Background: an optimization exercise with open tools, aiming at small area, a short achievable clock period and few clock cycles. Do not read the settings as production practice. At most, simulation tests tie the RTL to the original design; equivalence was not proved. For runs 2 and 3, only the layout was checked, not whether the RTL still works. Power figures rest on the tool's default switching activity, not on a simulated workload.

<file path="config.mk">
export PLATFORM = sky130hd
export DESIGN_NAME = mpu_top
export DESIGN_NICKNAME = mpu_top
export VERILOG_FILES = /design/flow/design.v
export SDC_FILE = /design/flow/constraint.sdc
export NUM_CORES = 4
export LEC_CHECK = 0
export CAP_MARGIN = 20
export CORE_MARGIN = 2
export CORE_UTILIZATION = 50
export SLEW_MARGIN = 20
</file>
<file path="constraint.sdc">
create_clock -name core_clock -period 7.0 [get_ports {clock}]
set_input_delay 1.4000 -clock core_clock [delete_from_list [all_inputs] [get_ports {clock}]]
set_output_delay 1.4000 -clock core_clock [all_outputs]
set_load 0.01 [all_outputs]
</file>
<file path="design.v">
`default_nettype none
package mpu_pkg;
	typedef logic [4-1:0] id_t;
	typedef logic [$clog2(64):0] mpu_address_t;
	typedef logic [$clog2(64)-1:0] mem_index_t;
	typedef enum logic [2:0] {
		IDLE,    
		CHECK,   
		RCVID,   
		LOOKUP,  
		STORE    
	} store_state_t;
endpackage
`default_nettype wire
`default_nettype none
package isa_pkg;
	typedef struct packed {
		logic [5:0]  opcode;
		logic [4:0]  dst;
		logic [4:0]  src1;
		logic [4:0]  src2;
		logic [10:0] imm;
	} instr_t;
	typedef struct packed {
		logic [32-($clog2(64)+1)-1:0] pad;
		logic [$clog2(64):0] length;  
	} length_hdr_t;
	typedef struct packed {
		logic [32-4-1:0] pad;
		logic [4-1:0] id;  
	} id_hdr_t;
	typedef union packed {
		instr_t      instr;
		length_hdr_t length_hdr;
		id_hdr_t     id_hdr;
	} store_word_u;
endpackage
`default_nettype wire
`default_nettype none
module mpu_top (
	input  wire         clock,
	input  wire         reset,
	input  wire         store_req,
	input  wire  [31:0] store_word,
	output logic        store_accept,
	output logic        store_wait,
	output logic        instr_valid,
	output logic [31:0] instr,
	output logic [3:0]  instr_thread_id,
	output logic        instr_last,
	input  wire         instr_ready
);
	localparam int DEPTH = 64;
	localparam int AW    = $clog2(DEPTH);
	localparam int NQ    = 8;
	localparam int QW    = $clog2(NQ);
	logic          st_len;   
	logic          st_id;    
	logic          st_str;   
	logic [AW:0]   len_q;    
	logic [AW:0]   remain;   
	logic [AW:0]   free;     
	logic [QW:0]   nprog;    
	logic          fit_now;
	logic          len_xfer;
	logic          id_xfer;
	logic          w_xfer;
	logic          w_end;
	logic          rel_q;
	logic [AW:0]   rel_len_q;
	assign len_xfer = st_len && store_accept;
	assign id_xfer  = st_id && store_req;
	assign w_xfer   = st_str && store_req;
	assign w_end    = w_xfer && (remain == 1);
	assign fit_now = ({1'b0, store_word[AW:0]} <= {1'b0, free}) && (nprog < NQ);
	always_ff @(posedge clock) begin
		if (reset) begin
			st_len       <= 1'b1;
			st_id        <= 1'b0;
			st_str       <= 1'b0;
			store_accept <= 1'b0;
			store_wait   <= 1'b0;
		end else begin
			if (len_xfer) begin
				st_len <= 1'b0;
				st_id  <= 1'b1;
			end
			if (id_xfer) begin
				st_id  <= 1'b0;
				st_str <= 1'b1;
			end
			if (w_end) begin
				st_str <= 1'b0;
				st_len <= 1'b1;
			end
			if (st_len) begin
				store_accept <= store_accept || (store_req && fit_now);
				store_wait   <= !store_accept && store_req && !fit_now;
			end else begin
				store_accept <= !w_end;
				store_wait   <= 1'b0;
			end
		end
	end
	always_ff @(posedge clock) begin
		if (st_len) begin
			len_q <= store_word[AW:0];
		end
		if (len_xfer) begin
			remain <= len_q;
		end else if (w_xfer) begin
			remain <= remain - 1'b1;
		end
	end
	always_ff @(posedge clock) begin
		if (reset) begin
			free  <= (AW+1)'(DEPTH);
			nprog <= '0;
		end else begin
			free  <= free - (len_xfer ? len_q : '0) + (rel_q ? rel_len_q : '0);
			nprog <= nprog + (QW+1)'(len_xfer) - (QW+1)'(rel_q);
		end
	end
	logic [31:0]   mem   [DEPTH];
	logic          mlast [DEPTH];
	logic [AW-1:0] wp;
	logic [AW-1:0] rp;
	logic [AW:0]   mcnt;   
	logic          mne;    
	logic [3:0]    idq   [NQ];
	logic [QW-1:0] iwp;
	logic [QW-1:0] irp;
	logic          load;
	logic          hs;
	logic [AW:0]   ocnt;   
	always_ff @(posedge clock) begin
		if (st_str) begin
			mem[wp]   <= store_word;
			mlast[wp] <= (remain == 1);
		end
		if (st_id) begin
			idq[iwp] <= store_word[3:0];
		end
	end
	assign load = mne && (!instr_valid || instr_ready);
	assign hs   = instr_valid && instr_ready;
	always_ff @(posedge clock) begin
		if (reset) begin
			wp          <= '0;
			rp          <= '0;
			iwp         <= '0;
			irp         <= '0;
			mcnt        <= '0;
			mne         <= 1'b0;
			instr_valid <= 1'b0;
			ocnt        <= (AW+1)'(1);
			rel_q       <= 1'b0;
		end else begin
			if (w_xfer) begin
				wp <= wp + 1'b1;
			end
			if (id_xfer) begin
				iwp <= iwp + 1'b1;
			end
			if (load) begin
				rp <= rp + 1'b1;
				if (mlast[rp]) begin
					irp <= irp + 1'b1;
				end
			end
			mcnt <= mcnt + (AW+1)'(w_xfer) - (AW+1)'(load);
			mne  <= w_xfer || (load ? (mcnt > 1) : mne);
			instr_valid <= load || (instr_valid && !instr_ready);
			if (hs) begin
				ocnt <= instr_last ? (AW+1)'(1) : ocnt + 1'b1;
			end
			rel_q <= hs && instr_last;
		end
	end
	always_ff @(posedge clock) begin
		rel_len_q <= ocnt;
		if (load) begin
			instr           <= mem[rp];
			instr_last      <= mlast[rp];
			instr_thread_id <= idq[irp];
		end
	end
endmodule
`default_nettype wire
</file>
<file path="run.sh">
#!/bin/bash
# synth_recipe.tcl (not shown) runs the flow's synth.tcl, then flattens the netlist and writes it again
# the make line also repeats each setting of config.mk as NAME=value (left out here)
make -C /OpenROAD-flow-scripts/flow DESIGN_CONFIG=/design/flow/config.mk WORK_HOME=/design/flow/orfs CLKGATE_MAP_FILE= SYNTH_SCRIPT=/design/flow/synth_recipe.tcl finish
</file>
==> results.yml, run 1 <==
cts:
  cts_tree: "yes"
  clk_pin_slew_worst_paths_ns: 0.06
  clock_sinks: 2259
  clkLatencyLatePin_ns: 0.86
  cts_setup_buffers: 0
  cts_max_path_buffers: 3
  h-tree-depth: 4
  cts_hold_buf: 0
  cts_resized: 0
  cts_made_buffers: 224
  cts-root-buf: "clkbuf_16"
place:
  place_inst: 6023
  post_dp_cell_area_um2: 90800
  dpl.hpwl_mm: 118
  place.gp.congestion: 0.764
  io_buffers: 75
final_layout:
  layout_common_cells: "edfxtp_1, mux4_2, clkbuf_16"
  layout_commonest_cell: "edfxtp_1"
  nets: 4024
  final_area_um2: 98100
  drive_above_1_share_pct: 29.0
  fin_cells: 6450
  area_growth_pct: 13.1
drt:
  num_vias: 40169
  post_drt_wl_per_cell_um: 33.7
  via_per_inst: 6.23
  drt_iter0_markers: 5175
  ant_nets: 0
  routed_wirelength_mm: 218
  drc: 0
  drt_pass1_iterations: 5
logic_synthesis:
  ys.flop_type: "edfxtp_1"
  synth_top_area_share_pct: 76.0
  synthCells: 3710
  synth_largest_area_cell: "edfxtp_1"
  synth_cell_types: 51
  yosys_warnings: 1
  syn_avg_cell_area_um2: 23.4
  ys_async_sr_fraction_pct: 0
  synth-edff-count: 2195
  ys_top_cells_by_area: "edfxtp_1, mux4_2, dfxtp_1"
  yosysSeqAreaShare_pct: 77.5
  syn-cell-area_um2: 86700
  syn-num-nets: 3794
  ys_ff_latch: 2259
flow_run:
  cap_violations: 0
timing:
  relSlewSlack_pct: 27.8
  period_needed_ns: 4.32
  hold_viol_final: 0
  min_period_over_period_pct: 61.7
  fmax_mhz: 232
  tightest_slew_ns: 1.08
  skew_ns: 0.0315
  slew_violations: 0
  hold_ws_ns: 0.370
  grt_setup_unrepaired: "no"
  fin_setup_tns_ns: 0
  finalSetupViolCount: 0
global_route:
  grt.busiest_layer: "met2"
  grt_max_degree: 112
  grt_pass1_vias: 40460
  use_met1_pct: 36.3
  antenna_found_initial: 12
  grt.met3_usage_pct: 4.28
  grt-ovfl-total: 0
  gr-usage-all-layers_pct: 25.1
  grtUsageMet2_pct: 40.3
  grt_pass1_wl_mm: 307
power:
  p_total_w: 0.0278
  leakage_nw: 29.4
  powerDensity_nw_per_um2: 284
  vdd_ir_drop_max_uv: 262
floorplanning:
  rows: 152
  start_util_pct: 50.4
  core_area_um2: 172000
  die_y_um: 420
  die-area_um2: 177000
  pin_count: 76
  dieWidth_um: 420
min_path:
  hold_class: "reg2reg"
worst_setup_path:
  cp.required_ns: 7.54
  critical_path_class: "reg2reg"
  worstPathMaxFanout: 36
  critical_path_arrival_ns: 4.86
  end_kind: "register"
  startpoint_type: "register"
  ff2ff_setup_slack_ns: 2.68
status:
  status: "no timing/DRC/antenna violations"
## worst max-delay path, stage by stage, from the launching register on
cell and delay (ns):
dfxtp_4 1.06, buf_12 0.40, buf_4 0.41, mux4_2 0.56, mux4_2 0.46, nor2b_1 0.15
a211oi_1 0.81, a21oi_1 0.08
## sequential cells by signal, indices dropped and copies added, names as in the netlist, 3 cells and up, named ones only
signal           count
instr               32
rel_len_q            7
mcnt                 7
nprog                4
wp                   6
remain               7
irp                  3
free                 7
idq                 32
mem               2048
ocnt                 7
instr_thread_id      4
len_q                7
mlast               64
rp                   6
iwp                  3
## synth_stat cells (all sizes together) (2+ instances only)
| master | count |
|---|---|
| a2111oi | 2 |
| a211oi | 40 |
| a21o | 5 |
| a21oi | 58 |
| a22oi | 8 |
| and2 | 5 |
| and3 | 8 |
| buf | 109 |
| clkbuf | 79 |
| dfxtp | 64 |
| edfxtp | 2195 |
| fa | 8 |
| ha | 40 |
| inv | 45 |
| mux2 | 7 |
| mux2i | 62 |
| mux4 | 646 |
| nand2 | 40 |
| nand2b | 12 |
| nand3 | 12 |
| nand3b | 2 |
| nand4 | 9 |
| nor2 | 112 |
| nor2b | 55 |
| nor3 | 7 |
| nor4b | 2 |
| o2111ai | 4 |
| o21a | 3 |
| o21ai | 11 |
| o21bai | 3 |
| or3 | 5 |
| or3b | 2 |
| xnor2 | 15 |
| xor2 | 21 |
## final timing paths
kind,depth (start not counted),endpoint,startpoint
hold reg to reg,0,rel_len_q[6]$_DFF_P_,ocnt[6]$_SDFFE_PP0P_
setup / recovery,7,instr[6]$_DFFE_PP_,rp[0]$_SDFFE_PP0P_
setup reg to reg,7,instr[6]$_DFFE_PP_,rp[0]$_SDFFE_PP0P_
hold / removal,0,rel_len_q[6]$_DFF_P_,ocnt[6]$_SDFFE_PP0P_
## area by class of cell
class	instances	area (um^2)
multi-input combinational	1217	19000
fill	12566	73900
sequential	2259	67200
clock inverter	142	1180
inverter	46	173
clock buffer	280	5950
tap	2310	2890
antenna	4	10.0
timing repair buffer	192	1680
## kinds of logic (layout without fill, tap and decap cells)
logic type                 Yosys count  after routing  share of synthesized area, %
adders and majority gates           48             48                         0.762
other                                0              4                             0
xor gates and xnor gates            36             36                         0.364
and+or+nand+nor                    277            277                          1.56
buffers and inverters              234            660                          1.17
DFF                               2259           2259                          77.5
muxes                              715            715                          17.6
AOI/OAI and AO/OA                  141            141                          1.03
## per-layer routing
layer	part of all wire, %	wire [um]	vias up
met5	0	0	-
met4	2.1	4470	0
met3	7.3	15800	271
met2	49	107000	1465
met1	42	90700	22221
li1	-	-	16212
## where the power goes
group	total (W)	leakage, nW	switching, W	internal (W)
Clock	0.0117	3.51	0.00507	0.00660
Combinational	0.00117	5.66	0.000670	0.000502
Sequential	0.0150	20.2	0.0000729	0.0149
Total	0.0278	29.4	0.00581	0.0220
## metrics by stage
stage | util [%] | setup WS, ns
CTS | 57.0 | 2.62
finish | 57.0 | 2.68
floorplan | - | 2.64
detailed placement | 52.8 | 2.36
global route | 57.0 | 2.45
global placement | 52.8 | 2.27
Testbench counts, summed over its fixed seeds: cycles 13,419.
==> run 2: changes to the inputs <==
--- a/design.v
+++ b/design.v
@@ -55,2 +55,3 @@
 	localparam int NQ    = 8;
+	localparam int SLOTS = DEPTH - 1;
 	localparam int QW    = $clog2(NQ);
@@ -123,6 +124,5 @@
 	end
-	logic [31:0]   mem   [DEPTH];
-	logic          mlast [DEPTH];
+	logic [31:0]   mem   [SLOTS];
+	logic          mlast [SLOTS];
 	logic [AW-1:0] wp;
-	logic [AW-1:0] rp;
 	logic [AW:0]   mcnt;   
@@ -135,2 +135,19 @@
 	logic [AW:0]   ocnt;   
+	logic [AW-1:0] rp;
+	logic [SLOTS-1:0] rsel;  
+	logic [31:0]   rd_word;
+	logic          rd_last;
+	always_comb begin
+		for (int k = 0; k < SLOTS; k++) begin
+			rsel[k] = (rp == k);
+		end
+	end
+	always_comb begin
+		rd_word = '0;
+		rd_last = 1'b0;
+		for (int k = 0; k < SLOTS; k++) begin
+			rd_word = rd_word | (mem[k] & {32{rsel[k]}});
+			rd_last = rd_last | (mlast[k] & rsel[k]);
+		end
+	end
 	always_ff @(posedge clock) begin
@@ -159,3 +176,3 @@
 			if (w_xfer) begin
-				wp <= wp + 1'b1;
+				wp <= (wp == AW'(SLOTS - 1)) ? '0 : wp + 1'b1;
 			end
@@ -165,4 +182,4 @@
 			if (load) begin
-				rp <= rp + 1'b1;
-				if (mlast[rp]) begin
+				rp <= (rp == AW'(SLOTS - 1)) ? '0 : rp + 1'b1;
+				if (rd_last) begin
 					irp <= irp + 1'b1;
@@ -182,4 +199,4 @@
 		if (load) begin
-			instr           <= mem[rp];
-			instr_last      <= mlast[rp];
+			instr           <= rd_word;
+			instr_last      <= rd_last;
 			instr_thread_id <= idq[irp];
--- a/config.mk
+++ b/config.mk
@@ -10,2 +10,3 @@
 export CORE_UTILIZATION = 50
+export SETUP_SLACK_MARGIN = 4.3
 export SLEW_MARGIN = 20
==> results.yml, run 2 <==
floorplanning:
  die-area_um2: 165000
  core_area_um2: 161000
  rows: 147
  dieWidth_um: 406
  start_util_pct: 50.4
  pin_count: 76
  die_y_um: 406
min_path:
  hold_class: "reg2reg"
  holdPathEnd: "rel_len_q[6]$_DFF_P_"
  hold_start: "ocnt[6]$_SDFFE_PP0P_"
  hold_path_depth: 0
final_layout:
  top_register: "mem"
  multi_input_area_um2: 15700
  nets: 5085
  area_growth_pct: 20.5
  fillers: 11634
  layout_common_cells: "edfxtp_1, a22oi_1, buf_4"
  area.sequential_um2: 66100
  fin_cells: 7340
  layout_commonest_cell: "edfxtp_1"
  top_regs: "mem: 2016 flops, mlast: 63 flops"
  drive_above_1_share_pct: 22.3
  largest_reg_flops: 2016
  final_util_pct: 60.7
power:
  power_frac_comb_pct: 3.5
  internal_power_w: 0.0211
  leakage_nw: 31.3
  seq_power_share_pct: 54.8
  p_switching_w: 0.00577
  vdd_ir_drop_max_uv: 270
  pwr-share-clk_pct: 41.8
  powerDensity_nw_per_um2: 276
  switching_share_pct: 21.4
logic_synthesis:
  yosysSeqAreaShare_pct: 81.6
  syn_avg_cell_area_um2: 18.2
  ys_ff_latch: 2220
  ys_async_sr_fraction_pct: 0
  ys_top_cells_by_area: "edfxtp_1, a22oi_1, dfxtp_1"
  netlist_top_cells_count: "edfxtp_1, a22oi_1, nor2_1"
  syn-num-nets: 4548
  synth.most_common_cell: "edfxtp_1"
  syn-cell-area_um2: 81000
  synth_largest_area_cell: "edfxtp_1"
  synthCells: 4460
  ys.flop_type: "edfxtp_1"
  synth-edff-count: 2162
  synth_cell_types: 66
  synth_top_area_share_pct: 80.2
  yosys_warnings: 1
drt:
  ant_nets: 0
  via_per_inst: 7.30
  num_vias: 53551
  drc: 0
  post_drt_wl_per_cell_um: 46.3
  drt_iter0_markers: 11302
  routed_wirelength_mm: 340
  drt_pass1_iterations: 8
cts:
  cts_max_path_buffers: 3
  cts-root-buf: "clkbuf_16"
  cts_hold_buf: 0
  cts_made_buffers: 213
  clock_sinks: 2220
  h-tree-depth: 4
  cts_tree: "yes"
  clkLatencyLatePin_ns: 0.90
  clk_pin_slew_worst_paths_ns: 0.06
worst_setup_path:
  cp.required_ns: 5.60
  critical_path_class: "reg2out"
  max_stage_delay_ns: 0.68
  startpoint_type: "register"
  worstPathMaxFanout: 1
  critPathBufInv: 1
  reg2reg_from: "rp[0]$_SDFFE_PP0P_"
  r2r_cells: 13
  r2r-end: "instr[2]$_DFFE_PP_"
  critical_path_arrival_ns: 1.80
  ff2ff_setup_slack_ns: 4.19
  end_kind: "output pin"
  path_delay_family: "flip-flops"
  crit_slowest_cell: "edfxtp_1"
  worstPathCellList: "buf_2"
timing:
  relSlewSlack_pct: 22.6
  fmax_mhz: 312
  hold_ws_ns: 0.368
  fin_setup_tns_ns: 0
  hold_viol_final: 0
  finalSetupViolCount: 0
  tightest_slew_ns: 1.16
  period_needed_ns: 3.20
  grt_setup_unrepaired: "yes"
  skew_ns: 0.0454
  min_period_over_period_pct: 45.7
  slew_violations: 0
place:
  io_buffers: 75
  place.gp.congestion: 0.853
  place_inst: 6634
  dpl.hpwl_mm: 165
global_route:
  grt_max_degree: 74
  grt-ovfl-total: 0
  gr-usage-all-layers_pct: 40.5
  antenna_found_initial: 17
  grt_pass1_wl_mm: 439
  grt_pass1_vias: 48700
flow_run:
  cap_violations: 0
status:
  status: "no timing/DRC/antenna violations"
-- run 2: changes by cell type in the layout (fill, tap and decap cells not counted), sizes merged, moves of 75 or more --
cell and delta:
nand3 +115, nor2 +85, buf +378, a221oi +75, nand4 +128, a22oi +808, a22o +76, mux4 -638
nand2 +92
-- run 2: through the flow --
| stage | power, W | area [um^2] | setup WS, ns |
|---|---|---|---|
| 2_1_floorplan | 0.0155 | 81200 | 3.55 |
| 3_3_place_gp | 0.0158 | 85400 | 2.43 |
| 3_5_place_dp | 0.0159 | 85500 | 2.52 |
| 4_1_cts | 0.0268 | 95500 | 3.85 |
| 5_1_grt | 0.0275 | 97500 | 3.85 |
| 6_report | 0.0269 | 97500 | 3.80 |
-- run 2: layout make-up --
type / instances / share of cell area [%]
timing repair buffer: 547 / 6.14
clock inverter: 115 / 1.20
inverter: 55 / 0.244
sequential: 2220 / 67.8
multi-input combinational: 1958 / 16.1
antenna: 13 / 0.0334
timing repair inverter: 2 / 0.0334
clock buffer: 270 / 5.68
tap: 2160 / 2.77
-- run 2: repair_timing --
item | 4_1_cts | 5_1_grt
gates cloned | 11 | 9
resized for setup | 464 | 212
setup endpoints to repair | 1773 | 469
setup buffers | 215 | 71
hold endpoints to repair | 0 | 0
pin swaps | 112 | 117
-- run 2: how the worst max path moves through the flow --
| stage | from | to | slack (ns) | cells past startpoint |
|---|---|---|---|---|
| 2_1_floorplan | instr_ready | mcnt[6]$_SDFF_PP0_ | 3.55 | 15 |
| 3_3_place_gp | instr_ready | mcnt[6]$_SDFF_PP0_ | 2.43 | 16 |
| 3_5_place_dp | instr_ready | mcnt[6]$_SDFF_PP0_ | 2.52 | 16 |
| 4_1_cts | instr[2]$_DFFE_PP_ | instr[2] | 3.85 | 1 |
| 5_1_grt | instr[2]$_DFFE_PP_ | instr[2] | 3.85 | 1 |
| 6_report | instr[2]$_DFFE_PP_ | instr[2] | 3.80 | 1 |
-- run 2: layer usage --
layer | vias up | part of all wire, % | global-route usage (%)
met5 | - | 0.026 | 0
met4 | 14 | 8.0 | 25.0
met3 | 1366 | 17 | 13.4
met2 | 5565 | 42 | 58.4
met1 | 26993 | 32 | 53.1
li1 | 19613 | - | -
-- run 2: logic make-up (layout without fill, tap and decap cells) --
logic type	Yosys count	in the layout	synth area share, %
AOI/OAI and AO/OA	1076	1076	10.2
xor gates and xnor gates	35	35	0.379
buffers and inverters	284	989	1.65
adders and majority gates	52	52	0.878
and+or+nand+nor	772	774	4.84
other	0	13	0
muxes	21	21	0.389
DFF	2220	2220	81.6
-- run 2: power by group through the flow --
stage               sequential [W]  combinational (W)  clock (W)
CTS                         0.0147           0.000882     0.0112
global placement            0.0150           0.000834          0
finish                      0.0147           0.000936     0.0112
detailed placement          0.0150           0.000850          0
floorplan                   0.0150           0.000503          0
global route                0.0147            0.00104     0.0117
==> run 3: changes to the inputs <==
--- a/design.v
+++ b/design.v
@@ -198,3 +198,9 @@
 		rel_len_q <= ocnt;
-		if (load) begin
+	end
+	always_ff @(posedge clock) begin
+		if (reset) begin
+			instr           <= '0;
+			instr_last      <= 1'b0;
+			instr_thread_id <= '0;
+		end else if (load) begin
 			instr           <= rd_word;
--- a/config.mk
+++ b/config.mk
@@ -7,2 +7,3 @@
 export LEC_CHECK = 0
+export ABC_CLOCK_PERIOD_IN_PS = 2500
 export CAP_MARGIN = 20
@@ -10,2 +11,4 @@
 export CORE_UTILIZATION = 50
+export CTS_CLUSTER_DIAMETER = 100
+export CTS_CLUSTER_SIZE = 30
 export SETUP_SLACK_MARGIN = 4.3
==> results.yml, run 3 <==
final_layout:
  final_util_pct: 57.4
  final_area_um2: 92300
  layout_common_cells: "edfxtp_1, a22oi_1, nand2_1"
  nets: 5116
  layout_commonest_cell: "edfxtp_1"
  top_register: "mem"
  top_regs: "mem: 2016 flops, mlast: 63 flops"
  area_growth_pct: 13.8
  largest_reg_flops: 2016
  drive_above_1_share_pct: 17.4
timing:
  fin_setup_tns_ns: 0
  fmax_mhz: 355
  hold_viol_final: 0
  tightest_slew_ns: 1.29
  skew_ns: 0.0440
  relSlewSlack_pct: 13.8
  grt_setup_unrepaired: "yes"
  period_needed_ns: 2.82
  slew_violations: 0
  min_period_over_period_pct: 40.3
  finalSetupViolCount: 0
logic_synthesis:
  netlist_top_cells_count: "edfxtp_1, a22oi_1, nand2_1"
  syn-num-nets: 4767
  syn_avg_cell_area_um2: 17.3
  synth_cell_types: 57
  synth.most_common_cell: "edfxtp_1"
  syn-cell-area_um2: 81100
  ys_ff_latch: 2220
  ys.flop_type: "edfxtp_1"
  synth_top_area_share_pct: 78.6
  synth_largest_area_cell: "edfxtp_1"
  synth-edff-count: 2125
  ys_async_sr_fraction_pct: 0
  ys_top_cells_by_area: "edfxtp_1, a22oi_1, dfxtp_1"
  yosysSeqAreaShare_pct: 81.0
  synthCells: 4679
  yosys_warnings: 1
min_path:
  holdPathEnd: "rel_len_q[6]$_DFF_P_"
  hold_start: "ocnt[6]$_SDFFE_PP0P_"
  hold_path_depth: 0
  hold_class: "reg2reg"
drt:
  post_drt_wl_per_cell_um: 47.2
  ant_nets: 0
  drc: 0
  num_vias: 54188
  via_per_inst: 7.45
  routed_wirelength_mm: 343
  drt_iter0_markers: 11482
  drt_pass1_iterations: 6
worst_setup_path:
  critical_path_class: "reg2reg"
  max_stage_delay_ns: 0.74
  r2r-end: "mem[39][9]$_DFFE_PP_"
  crit_slowest_cell: "or3b_2"
  critical_path_arrival_ns: 3.20
  end_kind: "register"
  reg2reg_from: "wp[5]$_SDFFE_PP0P_"
  worstPathMaxFanout: 30
  startpoint_type: "register"
  ff2ff_setup_slack_ns: 4.18
  crit_start: "wp[5]$_SDFFE_PP0P_"
  cp.required_ns: 7.39
  r2r_cells: 3
  worstPathCellList: "or3b_2 -> nor2_4 -> buf_6"
power:
  internal_power_w: 0.0175
  leakage_nw: 29.2
  vdd_ir_drop_max_uv: 209
  switching_share_pct: 21.7
  powerDensity_nw_per_um2: 242
  seq_power_share_pct: 66.0
  p_switching_w: 0.00484
  pwr-share-clk_pct: 28.9
  power_frac_comb_pct: 5.1
global_route:
  grt_pass1_vias: 47533
  grt_pass1_wl_mm: 443
  grt-ovfl-total: 0
  antenna_found_initial: 21
  grt_max_degree: 74
  gr-usage-all-layers_pct: 40.9
floorplanning:
  core_area_um2: 161000
  rows: 147
  dieWidth_um: 407
  start_util_pct: 50.4
  pin_count: 76
  die_y_um: 407
  die-area_um2: 166000
cts:
  cts-root-buf: "clkbuf_16"
  clk_pin_slew_worst_paths_ns: 0.12
  clock_sinks: 2220
  cts_hold_buf: 0
  cts_tree: "yes"
  cts_max_path_buffers: 3
  h-tree-depth: 3
  clkLatencyLatePin_ns: 0.78
  cts_made_buffers: 84
place:
  post_dp_cell_area_um2: 85800
  place.gp.congestion: 0.863
  dpl.hpwl_mm: 173
  io_buffers: 75
status:
  status: "no timing/DRC/antenna violations"
flow_run:
  cap_violations: 0
run 3: cell count changes after synthesis, sizes merged, moves of 30 or more:
| cell | delta |
|---|---|
| a311oi | +32 |
| dfxtp | +37 |
| a22oi | +180 |
| nand2 | +192 |
| a22o | -77 |
| nand3 | -110 |
| edfxtp | -37 |
| a221oi | -72 |
| a21oi | +32 |
| nor3b | +30 |
| buf | -63 |
| clkbuf | +74 |
run 3: power groups by stage:
stage | combinational [W] | sequential, W | clock, W
global route | 0.00126 | 0.0147 | 0.00680
floorplan | 0.000611 | 0.0150 | 0
global placement | 0.00100 | 0.0150 | 0
finish | 0.00115 | 0.0147 | 0.00644
CTS | 0.00108 | 0.0147 | 0.00639
detailed placement | 0.00102 | 0.0150 | 0
run 3: critical path: cells and delay by family (launching register included):
family / cells / cell delay (ns)
flops: 1 / 0.61
simple gates: 2 / 1.07
buf+inv: 1 / 0.72
run 3: how the worst max path moves through the flow:
| stage | end | slack, ns | depth (start not counted) |
|---|---|---|---|
| 3_5_place_dp | mcnt[6]$_SDFF_PP0_ | 2.29 | 16 |
| 6_report | mem[39][9]$_DFFE_PP_ | 4.18 | 3 |
| 2_1_floorplan | mem[58][0]$_DFFE_PP_ | 3.35 | 3 |
| 4_1_cts | irp[2]$_SDFFE_PP0P_ | 4.21 | 11 |
| 5_1_grt | irp[2]$_SDFFE_PP0P_ | 4.16 | 11 |
| 3_3_place_gp | mcnt[6]$_SDFF_PP0_ | 2.24 | 16 |
run 3: through the flow:
step	instances	total power (W)	hold slack, ns	worst slack [ns]
finish	7278	0.0223	0.382	4.18
global route	7255	0.0228	0.384	4.16
CTS	7211	0.0222	0.383	4.21
detailed placement	6850	0.0161	0.360	2.29
global placement	6845	0.0160	0.357	2.24
floorplan	4679	0.0156	0.349	3.35
run 3: timing repair:
item	4_1_cts	5_1_grt
setup buffers	204	37
cloned	7	3
pin swaps	107	30
setup endpoints to repair	1665	553
resized for setup	482	156
run 3: per-layer routing:
metal / wire length, um / vias up / global-route usage [%]
li1: - / 19626 / -
met1: 112000 / 27437 / 54.7
met2: 143000 / 5831 / 57.9
met3: 61500 / 1276 / 14.5
met4: 25700 / 18 / 24.0
met5: 174 / - / 0.357
run 3: logic make-up (layout without fill, tap and decap cells):
logic type                 after synthesis  count (layout)  synth area share, %
and+or+nand+nor                        927             927                 5.52
buffers and inverters                  294             707                 1.55
other                                    0              26                    0
muxes                                   15              15                0.308
adders and majority gates               52              52                0.876
AOI/OAI and AO/OA                     1135            1135                 10.4
xor gates and xnor gates                36              36                0.389
DFF                                   2220            2220                 81.0
run 3: cell type report:
cell class	instances	area [um^2]
Antenna cell	26	65.1
Clock buffer	140	2330
Clock inverter	10	173
Fill cell	12084	68600
Inverter	54	224
Multi-Input combinational cell	2165	15800
Sequential cell	2220	65800
Tap cell	2160	2700
Timing Repair Buffer	502	5160
Timing Repair inverter	1	8.76
==> run 4: changes to the inputs <==
--- a/design.v
+++ b/design.v
@@ -161,2 +161,4 @@
 	end
+	logic [QW-1:0] irp_eff;
+	assign irp_eff = instr_last ? irp + 1'b1 : irp;
 	assign load = mne && (!instr_valid || instr_ready);
@@ -182,6 +184,4 @@
 			if (load) begin
-				rp <= (rp == AW'(SLOTS - 1)) ? '0 : rp + 1'b1;
-				if (rd_last) begin
-					irp <= irp + 1'b1;
-				end
+				rp  <= (rp == AW'(SLOTS - 1)) ? '0 : rp + 1'b1;
+				irp <= irp_eff;
 			end
@@ -207,3 +207,3 @@
 			instr_last      <= rd_last;
-			instr_thread_id <= idq[irp];
+			instr_thread_id <= idq[irp_eff];
 		end
--- a/config.mk
+++ b/config.mk
@@ -12,4 +12,4 @@
 export CTS_CLUSTER_DIAMETER = 100
-export CTS_CLUSTER_SIZE = 30
-export SETUP_SLACK_MARGIN = 4.3
+export CTS_CLUSTER_SIZE = 24
+export SETUP_SLACK_MARGIN = 4.4
 export SLEW_MARGIN = 20
==> results.yml, run 4 <==
status:
  status: "no timing/DRC/antenna violations"
logic_synthesis:
  syn-num-nets: 4787
  yosysSeqAreaShare_pct: 80.6
  synth_cell_types: 61
  synth_largest_area_cell: "edfxtp_1"
  synth-edff-count: 2125
  syn_avg_cell_area_um2: 17.4
  synth.most_common_cell: "edfxtp_1"
  ys_ff_latch: 2220
  syn-cell-area_um2: 81600
  yosys_warnings: 1
  ys_async_sr_fraction_pct: 0
  ys_top_cells_by_area: "edfxtp_1, a22oi_1, dfxtp_1"
  synth_top_area_share_pct: 78.2
  ys.flop_type: "edfxtp_1"
  synthCells: 4699
  netlist_top_cells_count: "edfxtp_1, a22oi_1, nand2_1"
drt:
  drc: 0
  ant_nets: 0
  drt_pass1_iterations: 9
  highest_layer: "met5"
  post_drt_wl_per_cell_um: 48.0
  wl_met2_mm: 146
  drt_iter0_markers: 12848
  via_per_inst: 7.56
  routed_wirelength_mm: 357
  wl_met1_mm: 114
  met3_length_mm: 66.9
  num_vias: 56150
global_route:
  grt_pass1_wl_mm: 457
  antenna_found_initial: 38
  grt_pass1_vias: 49164
  grt_max_degree: 74
  grt-ovfl-total: 0
  gr-usage-all-layers_pct: 41.5
worst_setup_path:
  end_kind: "output pin"
  worstPathCellList: "buf_6"
  cp.required_ns: 5.60
  path_delay_family: "flip-flops"
  critPathBufInv: 1
  crit_slowest_cell: "dfxtp_4"
  max_stage_delay_ns: 0.49
  critical_path_arrival_ns: 1.46
  critical_path_class: "reg2out"
  worstPathMaxFanout: 2
  startpoint_type: "register"
flow_run:
  cap_violations: 0
floorplanning:
  die_y_um: 408
  die-area_um2: 166000
  core_area_um2: 162000
  dieWidth_um: 408
  pin_count: 76
  start_util_pct: 50.2
  rows: 148
timing:
  fmax_mhz: 349
  skew_ns: 0.0645
  slew_violations: 0
  hold_viol_final: 0
  layout_setup_ws_ns: 4.14
  grt_setup_unrepaired: "yes"
  period_needed_ns: 2.86
  relSlewSlack_pct: 24.7
  min_period_over_period_pct: 40.9
  tightest_slew_ns: 1.13
  finalSetupViolCount: 0
  fin_setup_tns_ns: 0
final_layout:
  layout_commonest_cell: "edfxtp_1"
  area.sequential_um2: 65800
  multi_input_area_um2: 17500
  final_util_pct: 59.1
  area_growth_pct: 17.7
  largest_reg_flops: 2016
  top_register: "mem"
  fillers: 11860
  layout_common_cells: "edfxtp_1, a22oi_1, buf_4"
  nets: 5231
  drive_above_1_share_pct: 22.7
  top_regs: "mem: 2016 flops, mlast: 63 flops"
place:
  place.gp.congestion: 0.908
  dpl.hpwl_mm: 174
  place_ws_ns: 2.86
  io_buffers: 75
power:
  leakage_nw: 31.2
  powerDensity_nw_per_um2: 242
  vdd_ir_drop_max_uv: 265
cts:
  cts_made_buffers: 103
  h-tree-depth: 3
  clock_sinks: 2220
  cts-root-buf: "clkbuf_16"
  clk_pin_slew_worst_paths_ns: 0.10
  cts_tree: "yes"
  clkLatencyLatePin_ns: 0.81
  cts_hold_buf: 0
  cts_max_path_buffers: 3
min_path:
  hold_class: "reg2reg"
[run 4: path summary, 6_finish.rpt]
kind                          start               endpoint  slack [ns]  cells past startpoint
min            ocnt[6]$_SDFFE_PP0P_   rel_len_q[6]$_DFF_P_        0.37                      0
max reg2reg      rp[5]$_SDFFE_PP0P_  instr[1]$_SDFFE_PP0P_        4.22                      8
min reg2reg    ocnt[6]$_SDFFE_PP0P_   rel_len_q[6]$_DFF_P_        0.37                      0
max          instr[11]$_SDFFE_PP0P_              instr[11]        4.14                      1
[run 4: cell families (layout without fill, tap and decap cells)]
group,count (synthesis),after routing,share of synthesized area (%)
DFF,2220,2220,80.6
AOI/OAI and AO/OA,1119,1119,10.1
and+or+nand+nor,935,947,5.98
buffers and inverters,318,828,1.68
adders and majority gates,52,52,0.871
xor gates and xnor gates,38,38,0.417
muxes,17,17,0.334
other,0,32,0
[run 4: cell type report]
cell class,count,area share [%]
diodes,32,0.0834
clock buffers,174,2.98
clock inverters,9,0.169
inverters,51,0.229
multi-input cells,2173,18.2
flip-flops and latches,2220,68.6
well taps,2175,2.83
repair buffers,593,6.90
repair inverters,1,0.00912
[run 4: repair_timing]
action / in CTS / in global routing
buffers inserted: 257 / 58
pin swaps: 169 / 147
resized for setup: 717 / 251
cloned: 24 / 7
setup endpoints to repair: 1932 / 1252
[run 4: where the power goes]
part	total (W)	internal [W]	switching, W
clock	0.00708	0.00288	0.00420
sequential	0.0148	0.0147	0.0000987
combinational	0.00137	0.000562	0.000808
total	0.0232	0.0181	0.00511
[run 4: per-stage QoR]
stage          std cells  instance area [um^2]  hold WS [ns]  power, W
2_1_floorplan       4699                 81800         0.349    0.0157
3_3_place_gp        6858                 85900         0.364    0.0161
3_5_place_dp        6864                 86000         0.366    0.0162
4_1_cts             7328                 93900         0.379    0.0230
5_1_grt             7398                 96000         0.389    0.0237
6_report            7428                 96000         0.375    0.0232
[run 4: worst reg2reg max path, cell delays in order (launching register included)]
cell and delay, ns:
dfxtp_4 0.43, nor2_2 0.52, buf_8 0.41, and2_4 0.34, buf_8 0.40, a22oi_1 0.18
nand4_1 0.19, nor4_4 0.06, a31oi_1 0.15
[run 4: routing by layer]
| layer | vias to the layer above | GRT usage [%] |
|---|---|---|
| met5 | - | 0.632 |
| met1 | 28136 | 54.6 |
| met3 | 1607 | 17.4 |
| met4 | 25 | 25.5 |
| li1 | 20034 | - |
| met2 | 6348 | 57.2 |
Testbench counts of run 4, summed over its fixed seeds: cycles 13,419.
==> run 5: changes to the inputs <==
--- a/design.v
+++ b/design.v
@@ -126,3 +126,4 @@
 	logic          mlast [SLOTS];
-	logic [AW-1:0] wp;
+	logic [7:0]    wp_h;
+	logic [7:0]    wp_l;
 	logic [AW:0]   mcnt;   
@@ -153,5 +154,7 @@
 	always_ff @(posedge clock) begin
-		if (st_str) begin
-			mem[wp]   <= store_word;
-			mlast[wp] <= (remain == 1);
+		for (int k = 0; k < SLOTS; k++) begin
+			if (st_str && wp_h[k / 8] && wp_l[k % 8]) begin
+				mem[k]   <= store_word;
+				mlast[k] <= (remain == 1);
+			end
 		end
@@ -163,2 +166,11 @@
 	assign irp_eff = instr_last ? irp + 1'b1 : irp;
+	function automatic logic [15:0] next_slot(input logic [7:0] h, input logic [7:0] l);
+		if (h[(SLOTS - 1) / 8] && l[(SLOTS - 1) % 8]) begin
+			next_slot = {8'd1, 8'd1};
+		end else if (l[7]) begin
+			next_slot = {h[6:0], h[7], 8'd1};
+		end else begin
+			next_slot = {h, l[6:0], 1'b0};
+		end
+	endfunction
 	assign load = mne && (!instr_valid || instr_ready);
@@ -167,3 +179,4 @@
 		if (reset) begin
-			wp          <= '0;
+			wp_h        <= 8'd1;
+			wp_l        <= 8'd1;
 			rp          <= '0;
@@ -178,3 +191,3 @@
 			if (w_xfer) begin
-				wp <= (wp == AW'(SLOTS - 1)) ? '0 : wp + 1'b1;
+				{wp_h, wp_l} <= next_slot(wp_h, wp_l);
 			end
==> results.yml, run 5 <==
logic_synthesis:
  muxShareOfSynthArea_pct: 0.611
  synthSimpleGateAreaFrac_pct: 6.02
  synth_xor_xnor_area_share_pct: 0.375
  synth_largest_area_cell: "edfxtp_1"
  syn_avg_cell_area_um2: 17.3
  synth-compound-area-share_pct: 10.2
  netlist_top_cells_count: "edfxtp_1, a22oi_1, nand2_1"
  ys_async_sr_fraction_pct: 0
  syn-num-nets: 4830
  synthCells: 4744
  synth_top_area_share_pct: 77.7
  ys.flop_type: "edfxtp_1"
  synth_adder_area_share_pct: 0.835
  ys_ff_latch: 2230
  synth-edff-count: 2125
  synth.most_common_cell: "edfxtp_1"
  synth_top_family_by_area: "compound AO/OA/AOI/OAI gates"
  synth_cell_types: 67
  syn-cell-area_um2: 82100
  yosysSeqAreaShare_pct: 80.2
  yosys_warnings: 3
  ys_top_cells_by_area: "edfxtp_1, a22oi_1, dfxtp_1"
drt:
  num_vias: 56391
  post_drt_wl_per_cell_um: 50.0
  drc: 0
  routed_wirelength_mm: 369
  via_per_inst: 7.63
  drt_pass1_iterations: 9
  ant_nets: 0
  drt_iter0_markers: 12776
timing:
  fin_setup_tns_ns: 0
  tightest_slew_ns: 1.33
  hold_viol_final: 0
  finalSetupViolCount: 0
  skew_ns: 0.0500
  period_needed_ns: 2.86
  fmax_mhz: 350
  min_period_over_period_pct: 40.9
  relSlewSlack_pct: 11.7
  slew_violations: 0
  grt_setup_unrepaired: "yes"
place:
  place_inst: 6900
  dpl.hpwl_mm: 183
  place.gp.congestion: 0.923
  io_buffers: 75
worst_setup_path:
  worstPathCellList: "buf_6"
  critical_path_class: "reg2out"
  critical_path_arrival_ns: 1.46
  end_kind: "output pin"
  critPathBufInv: 1
  path_delay_family: "flip-flops"
  worstPathMaxFanout: 2
  startpoint_type: "register"
  cp.required_ns: 5.60
  max_stage_delay_ns: 0.51
  crit_slowest_cell: "dfxtp_4"
min_path:
  hold_class: "reg2reg"
final_layout:
  area_growth_pct: 15.7
  fillers: 12219
  top_regs: "mem: 2016 flops, mlast: 63 flops"
  fin_cells: 7390
  nets: 5199
  multi_input_area_um2: 17500
  layout_commonest_cell: "edfxtp_1"
  largest_reg_flops: 2016
  drive_above_1_share_pct: 21.5
  layout_common_cells: "edfxtp_1, a22oi_1, buf_4"
  area.sequential_um2: 66100
  top_register: "mem"
  final_util_pct: 58.3
global_route:
  grt-ovfl-total: 0
  grt_max_degree: 74
  antenna_found_initial: 32
  grt_pass1_wl_mm: 472
  grt_pass1_vias: 50007
  gr-usage-all-layers_pct: 42.9
cts:
  cts_made_buffers: 103
  clk_pin_slew_worst_paths_ns: 0.10
  cts_max_path_buffers: 3
  h-tree-depth: 3
  cts_tree: "yes"
  cts-root-buf: "clkbuf_16"
  clkLatencyLatePin_ns: 0.82
  clock_sinks: 2230
power:
  leakage_nw: 31.1
  powerDensity_nw_per_um2: 243
  p_total_w: 0.0231
  vdd_ir_drop_max_uv: 206
floorplanning:
  rows: 148
  start_util_pct: 50.4
  dieWidth_um: 409
  core_area_um2: 163000
  pin_count: 76
  die-area_um2: 168000
  die_y_um: 409
status:
  status: "no timing/DRC/antenna violations"
flow_run:
  cap_violations: 0
run 5: through the flow:
stage          cell area [um^2]  hold WS, ns  worst slack (ns)
2_1_floorplan             82300        0.339              3.64
3_3_place_gp              86100        0.350              2.73
3_5_place_dp              86100        0.364              2.67
4_1_cts                   93500        0.370              4.18
5_1_grt                   95000        0.385              4.16
6_report                  95000        0.362              4.14
run 5: path summary, 6_finish.rpt:
check / slack, ns / depth (start not counted) / end / start
max reg2reg: 4.25 / 11 / instr[19]$_SDFFE_PP0P_ / rp[1]$_SDFFE_PP0P_
min reg2reg: 0.36 / 0 / rel_len_q[6]$_DFF_P_ / ocnt[6]$_SDFFE_PP0P_
max: 4.14 / 1 / instr[22] / instr[22]$_SDFFE_PP0P_
min: 0.36 / 0 / rel_len_q[6]$_DFF_P_ / ocnt[6]$_SDFFE_PP0P_
run 5: layer usage:
layer  vias up  share of wire, %  GRT usage (%)
met5         -             0.068              0
met4        38               8.6           27.4
met3      1647                18           16.2
met2      6365                41           60.4
met1     28258                32           55.9
li1      20083                 -              -
run 5: layout make-up:
| cell class | count | area share (%) |
|---|---|---|
| Sequential cell | 2230 | 69.5 |
| Multi-Input combinational cell | 2201 | 18.4 |
| Timing Repair Buffer | 522 | 5.80 |
| Clock inverter | 8 | 0.117 |
| Antenna cell | 18 | 0.0474 |
| Inverter | 55 | 0.240 |
| Clock buffer | 181 | 3.06 |
| Tap cell | 2175 | 2.86 |
run 5: worst register-to-register path, stage by stage (launching register included):
cell and delay [ns]:
dfxtp_4 0.41, inv_4 0.06, ha_4 0.22, buf_4 0.19, nand3b_1 0.12, buf_4 0.14, nor2_4 0.04, buf_6 0.17
a22oi_2 0.28, nand4_1 0.19, or4_4 0.58, o31a_1 0.25
run 5: what timing repair did:
| action | in CTS | in global routing |
|---|---|---|
| setup buffers | 208 | 42 |
| pin swaps | 135 | 120 |
| endpoints found under the setup margin | 379 | 469 |
| gates cloned | 22 | 7 |
| hold endpoints to repair | 0 | 0 |
| hold buffers | 0 | 0 |
| resized for setup | 721 | 165 |
run 5: where the power goes:
| group | total [W] | internal (W) | switching (W) |
|---|---|---|---|
| clock network | 0.00715 | 0.00288 | 0.00427 |
| logic | 0.00121 | 0.000495 | 0.000719 |
| registers | 0.0147 | 0.0147 | 0.0000674 |
| total | 0.0231 | 0.0180 | 0.00505 |
run 5: kinds of logic after synthesis:
family	after synthesis
AND/OR/NAND/NOR	927
multiplexers	44
buffers and inverters	327
adder cells (fa/ha/maj)	50
AO/OA/AOI/OAI	1133
XOR/XNOR	33
flip-flops	2230
Testbench counts of run 5, summed over its fixed seeds: cycles 13,419.
==> run 6: changes to the inputs <==
--- a/config.mk
+++ b/config.mk
@@ -12,4 +12,5 @@
 export CTS_CLUSTER_DIAMETER = 100
-export CTS_CLUSTER_SIZE = 24
-export SETUP_SLACK_MARGIN = 4.4
+export CTS_CLUSTER_SIZE = 27
+export PLACE_DENSITY = 0.7
+export SETUP_SLACK_MARGIN = 4.3
 export SLEW_MARGIN = 20
==> results.yml, run 6 <==
timing:
  min_period_over_period_pct: 40.9
  fmax_mhz: 349
  skew_ns: 0.0651
  finalSetupViolCount: 0
  grt_setup_unrepaired: "yes"
  hold_ws_ns: 0.372
  tightest_slew_ns: 1.32
  fin_setup_tns_ns: 0
  relSlewSlack_pct: 11.1
  period_needed_ns: 2.87
  slew_violations: 0
  hold_viol_final: 0
cts:
  clkLatencyLatePin_ns: 0.80
  cts-root-buf: "clkbuf_16"
  h-tree-depth: 3
  cts_tree: "yes"
  cts_max_path_buffers: 3
  clk_pin_slew_worst_paths_ns: 0.11
  cts_made_buffers: 92
  clock_sinks: 2230
logic_synthesis:
  ys_top_cells_by_area: "edfxtp_1, a22oi_1, dfxtp_1"
  yosys_warnings: 3
  synthCells: 4744
  netlist_top_cells_count: "edfxtp_1, a22oi_1, nand2_1"
  synth_largest_area_cell: "edfxtp_1"
  syn_avg_cell_area_um2: 17.3
  ys.flop_type: "edfxtp_1"
  yosysSeqAreaShare_pct: 80.2
  synth-edff-count: 2125
  ys_ff_latch: 2230
  syn-cell-area_um2: 82100
  ys_async_sr_fraction_pct: 0
  synth.most_common_cell: "edfxtp_1"
  synth_cell_types: 67
  syn-num-nets: 4830
  synth_top_area_share_pct: 77.7
power:
  leakage_nw: 30.2
  power_frac_comb_pct: 4.6
  pwr-share-clk_pct: 29.7
  vdd_ir_drop_max_uv: 203
  switching_share_pct: 21.4
  internal_power_w: 0.0176
  p_switching_w: 0.00480
  seq_power_share_pct: 65.7
  powerDensity_nw_per_um2: 242
worst_setup_path:
  end_kind: "register"
  cp.required_ns: 7.71
  worstPathMaxFanout: 7
  crit_top_cell: "buf_4"
  r2r_cells: 10
  startpoint_type: "register"
  critical_path_arrival_ns: 3.58
  critical_path_class: "reg2reg"
  max_stage_delay_ns: 1.04
  worstPathCellList: "buf_4 -> ha_4 -> nand3b_1 -> buf_4 -> buf_4 -> nor3_1 -> a21oi_2 -> nand4_1 -> or4_1 -> o31a_1"
  crit_slowest_cell: "nor3_1"
final_layout:
  largest_reg_flops: 2016
  fin_cells: 7315
  layout_common_cells: "edfxtp_1, a22oi_1, buf_4"
  nets: 5120
  final_area_um2: 92700
  drive_above_1_share_pct: 17.8
  layout_commonest_cell: "edfxtp_1"
  top_register: "mem"
  top_regs: "mem: 2016 flops, mlast: 63 flops"
  area_growth_pct: 12.9
  fillers: 11986
global_route:
  grt_pass1_wl_mm: 445
  gr-usage-all-layers_pct: 39.9
  grt_max_degree: 74
  antenna_found_initial: 39
  grt_pass1_vias: 50123
  grt-ovfl-total: 0
floorplanning:
  dieWidth_um: 409
  core_area_um2: 163000
  die_y_um: 409
  die-area_um2: 168000
  pin_count: 76
  start_util_pct: 50.4
  rows: 148
place:
  place.gp.congestion: 0.941
  io_buffers: 75
  post_dp_cell_area_um2: 86000
  dpl.hpwl_mm: 174
  place_inst: 6892
drt:
  drt_pass1_iterations: 8
  post_drt_wl_per_cell_um: 47.2
  num_vias: 56477
  routed_wirelength_mm: 345
  drt_iter0_markers: 14057
  via_per_inst: 7.72
  ant_nets: 0
  drc: 0
flow_run:
  cap_violations: 0
min_path:
  hold_class: "reg2reg"
  hold_path_depth: 0
status:
  status: "no timing/DRC/antenna violations"
[run 6: cell counts after synthesis]
Identical to the previous run, type by type.
[run 6: metrics by stage]
| step | util (%) | total power, W | worst slack (ns) |
|---|---|---|---|
| global route | 56.8 | 0.0228 | 4.23 |
| CTS | 56.2 | 0.0222 | 4.24 |
| global placement | 52.8 | 0.0159 | 2.65 |
| detailed placement | 52.8 | 0.0159 | 2.68 |
| floorplan | - | 0.0155 | 3.64 |
| finish | 56.9 | 0.0224 | 4.13 |
[run 6: final cells by class]
| cell class | count | area (um^2) | share of cell area (%) |
|---|---|---|---|
| flip-flops and latches | 2230 | 66000 | 71.2 |
| multi-input cells | 2199 | 16500 | 17.8 |
| repair buffers | 456 | 4390 | 4.74 |
| well taps | 2175 | 2720 | 2.94 |
| clock buffers | 159 | 2570 | 2.78 |
| inverters | 55 | 231 | 0.250 |
| clock inverters | 7 | 120 | 0.130 |
| diodes | 34 | 85.1 | 0.0918 |
[run 6: power groups by stage]
stage          logic (W)  registers (W)  clock network (W)
5_1_grt          0.00112         0.0147            0.00695
3_3_place_gp    0.000878         0.0150                  0
3_5_place_dp    0.000900         0.0150                  0
2_1_floorplan   0.000511         0.0150                  0
4_1_cts         0.000965         0.0147            0.00654
6_report         0.00103         0.0147            0.00665
[run 6: logic make-up after synthesis]
kind of cell | count (synthesis) | share of synthesized area, %
XOR/XNOR | 33 | 0.375
buffers and inverters | 327 | 1.75
AND/OR/NAND/NOR | 927 | 6.02
multiplexers | 44 | 0.611
AO/OA/AOI/OAI | 1133 | 10.2
flip-flops | 2230 | 80.2
adder cells (fa/ha/maj) | 50 | 0.835
[run 6: worst max-delay path: cells and delay by family (launching register included)]
family | cells | cell delay, ns
AO/OA/AOI/OAI | 2 | 0.26
AND/OR/NAND/NOR | 4 | 1.45
flip-flops | 1 | 0.38
buffers and inverters | 3 | 0.45
adder cells (fa/ha/maj) | 1 | 0.22
[run 6: path summary, 6_finish.rpt]
path                             start                      to  slack (ns)
setup / recovery    rp[0]$_SDFFE_PP0P_  instr[19]$_SDFFE_PP0P_        4.13
hold / removal    ocnt[6]$_SDFFE_PP0P_    rel_len_q[6]$_DFF_P_        0.37
setup reg to reg    rp[0]$_SDFFE_PP0P_  instr[19]$_SDFFE_PP0P_        4.13
hold reg to reg   ocnt[6]$_SDFFE_PP0P_    rel_len_q[6]$_DFF_P_        0.37
[run 6: timing repair]
action,4_1_cts,5_1_grt
setup endpoints to repair,134,129
hold buffers,0,0
gates resized for setup,513,126
setup buffers,177,27
cloned,13,5
pin swaps,68,48
endpoints found under the hold margin,0,0
[run 6: layer usage]
layer	GRT usage (%)	routed length (um)	vias to the layer above
met3	19.0	71600	2021
met5	0.172	259	-
met2	54.8	137000	7163
li1	-	-	19938
met1	49.8	103000	27339
met4	27.1	33400	16
==> run 7: changes to the inputs <==
--- a/design.v
+++ b/design.v
@@ -69,4 +69,3 @@
 	logic          w_end;
-	logic          rel_q;
-	logic [AW:0]   rel_len_q;
+	logic          rel;
 	assign len_xfer = st_len && store_accept;
@@ -106,5 +105,3 @@
 	always_ff @(posedge clock) begin
-		if (st_len) begin
-			len_q <= store_word[AW:0];
-		end
+		len_q <= store_word[AW:0];
 		if (len_xfer) begin
@@ -120,4 +117,4 @@
 		end else begin
-			free  <= free - (len_xfer ? len_q : '0) + (rel_q ? rel_len_q : '0);
-			nprog <= nprog + (QW+1)'(len_xfer) - (QW+1)'(rel_q);
+			free  <= free - (len_xfer ? len_q : '0) + (rel ? ocnt : '0);
+			nprog <= nprog + (QW+1)'(len_xfer) - (QW+1)'(rel);
 		end
@@ -177,2 +174,3 @@
 	assign hs   = instr_valid && instr_ready;
+	assign rel  = hs && instr_last;
 	always_ff @(posedge clock) begin
@@ -188,3 +186,2 @@
 			ocnt        <= (AW+1)'(1);
-			rel_q       <= 1'b0;
 		end else begin
@@ -206,7 +203,3 @@
 			end
-			rel_q <= hs && instr_last;
-		end
-	end
-	always_ff @(posedge clock) begin
-		rel_len_q <= ocnt;
+		end
 	end
==> results.yml, run 7 <==
logic_synthesis:
  muxShareOfSynthArea_pct: 0.577
  yosysSeqAreaShare_pct: 80.2
  ys_ff_latch: 2222
  synth_largest_area_cell: "edfxtp_1"
  synthSimpleGateAreaFrac_pct: 6.06
  synth_adder_area_share_pct: 0.837
  synth-compound-area-share_pct: 10.2
  ys.flop_type: "edfxtp_1"
  synth.most_common_cell: "edfxtp_1"
  syn-cell-area_um2: 81900
  synth_cell_types: 66
  synth-edff-count: 2118
  syn_avg_cell_area_um2: 17.4
  syn-num-nets: 4808
  synth_top_family_by_area: "compound AO/OA/AOI/OAI gates"
  synth_top_area_share_pct: 77.6
  ys_async_sr_fraction_pct: 0
  ys_top_cells_by_area: "edfxtp_1, a22oi_1, dfxtp_1"
  synth_xor_xnor_area_share_pct: 0.376
  synthCells: 4722
  yosys_warnings: 3
  netlist_top_cells_count: "edfxtp_1, a22oi_1, and3_1"
floorplanning:
  dieWidth_um: 409
  start_util_pct: 50.3
  die_y_um: 409
  rows: 148
  pin_count: 76
  die-area_um2: 167000
  core_area_um2: 163000
drt:
  post_drt_wl_per_cell_um: 45.9
  num_vias: 55253
  drc: 0
  via_per_inst: 7.63
  routed_wirelength_mm: 333
  ant_nets: 0
  drt_pass1_iterations: 9
  drt_iter0_markers: 13380
timing:
  tightest_slew_ns: 1.33
  relSlewSlack_pct: 11.2
  layout_setup_ws_ns: 4.17
  hold_viol_final: 0
  fmax_mhz: 353
  min_period_over_period_pct: 40.5
  fin_setup_tns_ns: 0
  finalSetupViolCount: 0
  skew_ns: 0.0546
  slew_violations: 0
  grt_setup_unrepaired: "yes"
  period_needed_ns: 2.83
global_route:
  gr-usage-all-layers_pct: 38.7
  grt_pass1_wl_mm: 432
  grt-ovfl-total: 0
  grt_max_degree: 74
  grt_pass1_vias: 49167
  antenna_found_initial: 33
power:
  powerDensity_nw_per_um2: 246
  p_total_w: 0.0227
  leakage_nw: 29.8
  vdd_ir_drop_max_uv: 192
final_layout:
  largest_reg_flops: 2016
  multi_input_area_um2: 16300
  fin_cells: 7239
  top_register: "mem"
  nets: 5052
  area_growth_pct: 12.2
  fillers: 11912
  layout_commonest_cell: "edfxtp_1"
  drive_above_1_share_pct: 16.9
  area.sequential_um2: 65800
  layout_common_cells: "edfxtp_1, a22oi_1, buf_4"
  top_regs: "mem: 2016 flops, mlast: 63 flops"
worst_setup_path:
  cp.required_ns: 7.67
  critical_path_arrival_ns: 3.51
  critical_path_class: "in2reg"
  startpoint_type: "input port"
  end_kind: "register"
  worstPathMaxFanout: 5
place:
  dpl.hpwl_mm: 167
  place_ws_ns: 2.30
  place.gp.congestion: 0.928
  place_inst: 6871
  io_buffers: 75
cts:
  cts_hold_buf: 0
  clkLatencyLatePin_ns: 0.82
  h-tree-depth: 3
  clock_sinks: 2222
  clk_pin_slew_worst_paths_ns: 0.11
  cts_made_buffers: 92
  cts_max_path_buffers: 3
  cts-root-buf: "clkbuf_16"
  cts_tree: "yes"
flow_run:
  cap_violations: 0
status:
  status: "no timing/DRC/antenna violations"
min_path:
  hold_class: "reg2reg"
-- run 7: cell count changes in the layout (fill, tap and decap cells not counted), sizes merged, moves of 9 or more --
cell   before  now
buf       451  410
a22o       17   26
and3      221  233
and2       35   24
nor3       58   45
nand2     224  211
-- run 7: final timing paths --
kind                                                       from                               to  slack, ns  cells after the start
worst max register to register               rp[1]$_SDFFE_PP0P_           instr[25]$_SDFFE_PP0P_       4.19                      8
worst min-delay path            instr_thread_id[3]$_SDFFE_PP0P_  instr_thread_id[3]$_SDFFE_PP0P_       0.51                      2
worst max-delay path                                instr_ready               free[6]$_SDFF_PP1_       4.17                     14
worst min register to register  instr_thread_id[3]$_SDFFE_PP0P_  instr_thread_id[3]$_SDFFE_PP0P_       0.51                      2
-- run 7: power breakdown --
part / switching [W] / internal, W / total [W]
logic: 0.000783 / 0.000502 / 0.00128
registers: 0.0000885 / 0.0147 / 0.0147
clock network: 0.00402 / 0.00259 / 0.00662
total: 0.00489 / 0.0178 / 0.0227
-- run 7: routing by layer --
layer  vias to the layer above  global-route usage (%)  part of all wire (%)
met2                      6664                    53.9                    40
met1                     26891                    48.1                    30
li1                      19747                       -                     -
met3                      1913                    16.9                    20
met5                         -                   0.632                  0.14
met4                        38                    27.4                   9.9
-- run 7: timing repair --
item,CTS,global route
setup buffers,118,49
gates resized for setup,522,76
endpoints found under the setup margin,146,155
pin swaps,60,27
gates cloned,5,4
-- run 7: kinds of logic (layout without fill, tap and decap cells) --
logic type,Yosys count,count (layout)
mux,41,41
xor+xnor,33,33
other cells,0,33
buf+inv,325,628
compound gates,1128,1128
simple gates,923,929
fa+ha+maj,50,50
flops,2222,2222
-- run 7: worst max-delay path, stage by stage --
cell and delay [ns]:
buf_8 0.08, and3_4 0.21, nand2_2 0.07, ha_4 0.23, inv_1 0.06, ha_2 0.19, inv_2 0.04, fa_2 0.37
nor2b_4 0.13, o21ai_2 0.07, a21oi_2 0.14, o21ai_1 0.09, nand3_1 0.06, or3b_4 0.36
-- run 7: cell type report --
cell class,count,share of cell area [%]
multi-input cells,2181,17.8
well taps,2175,2.96
clock inverters,5,0.0980
repair buffers,418,4.43
diodes,33,0.0898
flip-flops and latches,2222,71.6
clock buffers,154,2.82
inverters,51,0.218
-- run 7: stage by stage --
stage | utilization, % | cell area (um^2) | hold slack [ns]
floorplan | - | 82000 | 0.467
global placement | 52.7 | 85800 | 0.493
detailed placement | 52.7 | 85800 | 0.498
CTS | 55.8 | 90900 | 0.505
global route | 56.4 | 91800 | 0.558
finish | 56.5 | 91900 | 0.505
Testbench counts of run 7, summed over its fixed seeds: cycles 13,419.

static timing again, ports no longer ideal:
In the flow no input, the clock included, has a driving cell. The finished layouts below were timed again as built, in two steps.
Step 1 assumes that a clkbuf_16 drives the clock port and a buf_2 every other input.
Step 2 times the ports against the registers' clock, not the clock port: input delays grow and output delays shrink by t, the midpoint of the rising clock arrivals with the driver on.
a / b / c = ideal / step 1 / step 2; a / b = the first two.
run | shift t [ns] | setup WS [ns] | worst register clock-pin slew, ns
run 1 | 0.933 | 2.682 / 2.682 / 2.311 | 0.07 / 0.07
run 2 | 0.962 | 3.799 / 3.709 / 3.137 | 0.07 / 0.07
run 3 | 0.845 | 4.182 / 4.152 / 3.496 | 0.12 / 0.12
run 4 | 0.873 | 4.138 / 4.050 / 3.568 | 0.11 / 0.11
run 5 | 0.880 | 4.139 / 4.050 / 3.453 | 0.12 / 0.12
run 6 | 0.864 | 4.134 / 4.120 / 3.570 | 0.12 / 0.12
run 7 | 0.876 | 4.168 / 4.115 / 3.326 | 0.12 / 0.12
After both steps every run listed still meets setup and hold. For run 7, which loses most, drivers alone change the setup slack by -0.053 ns; drivers and shift together by -0.842 ns.
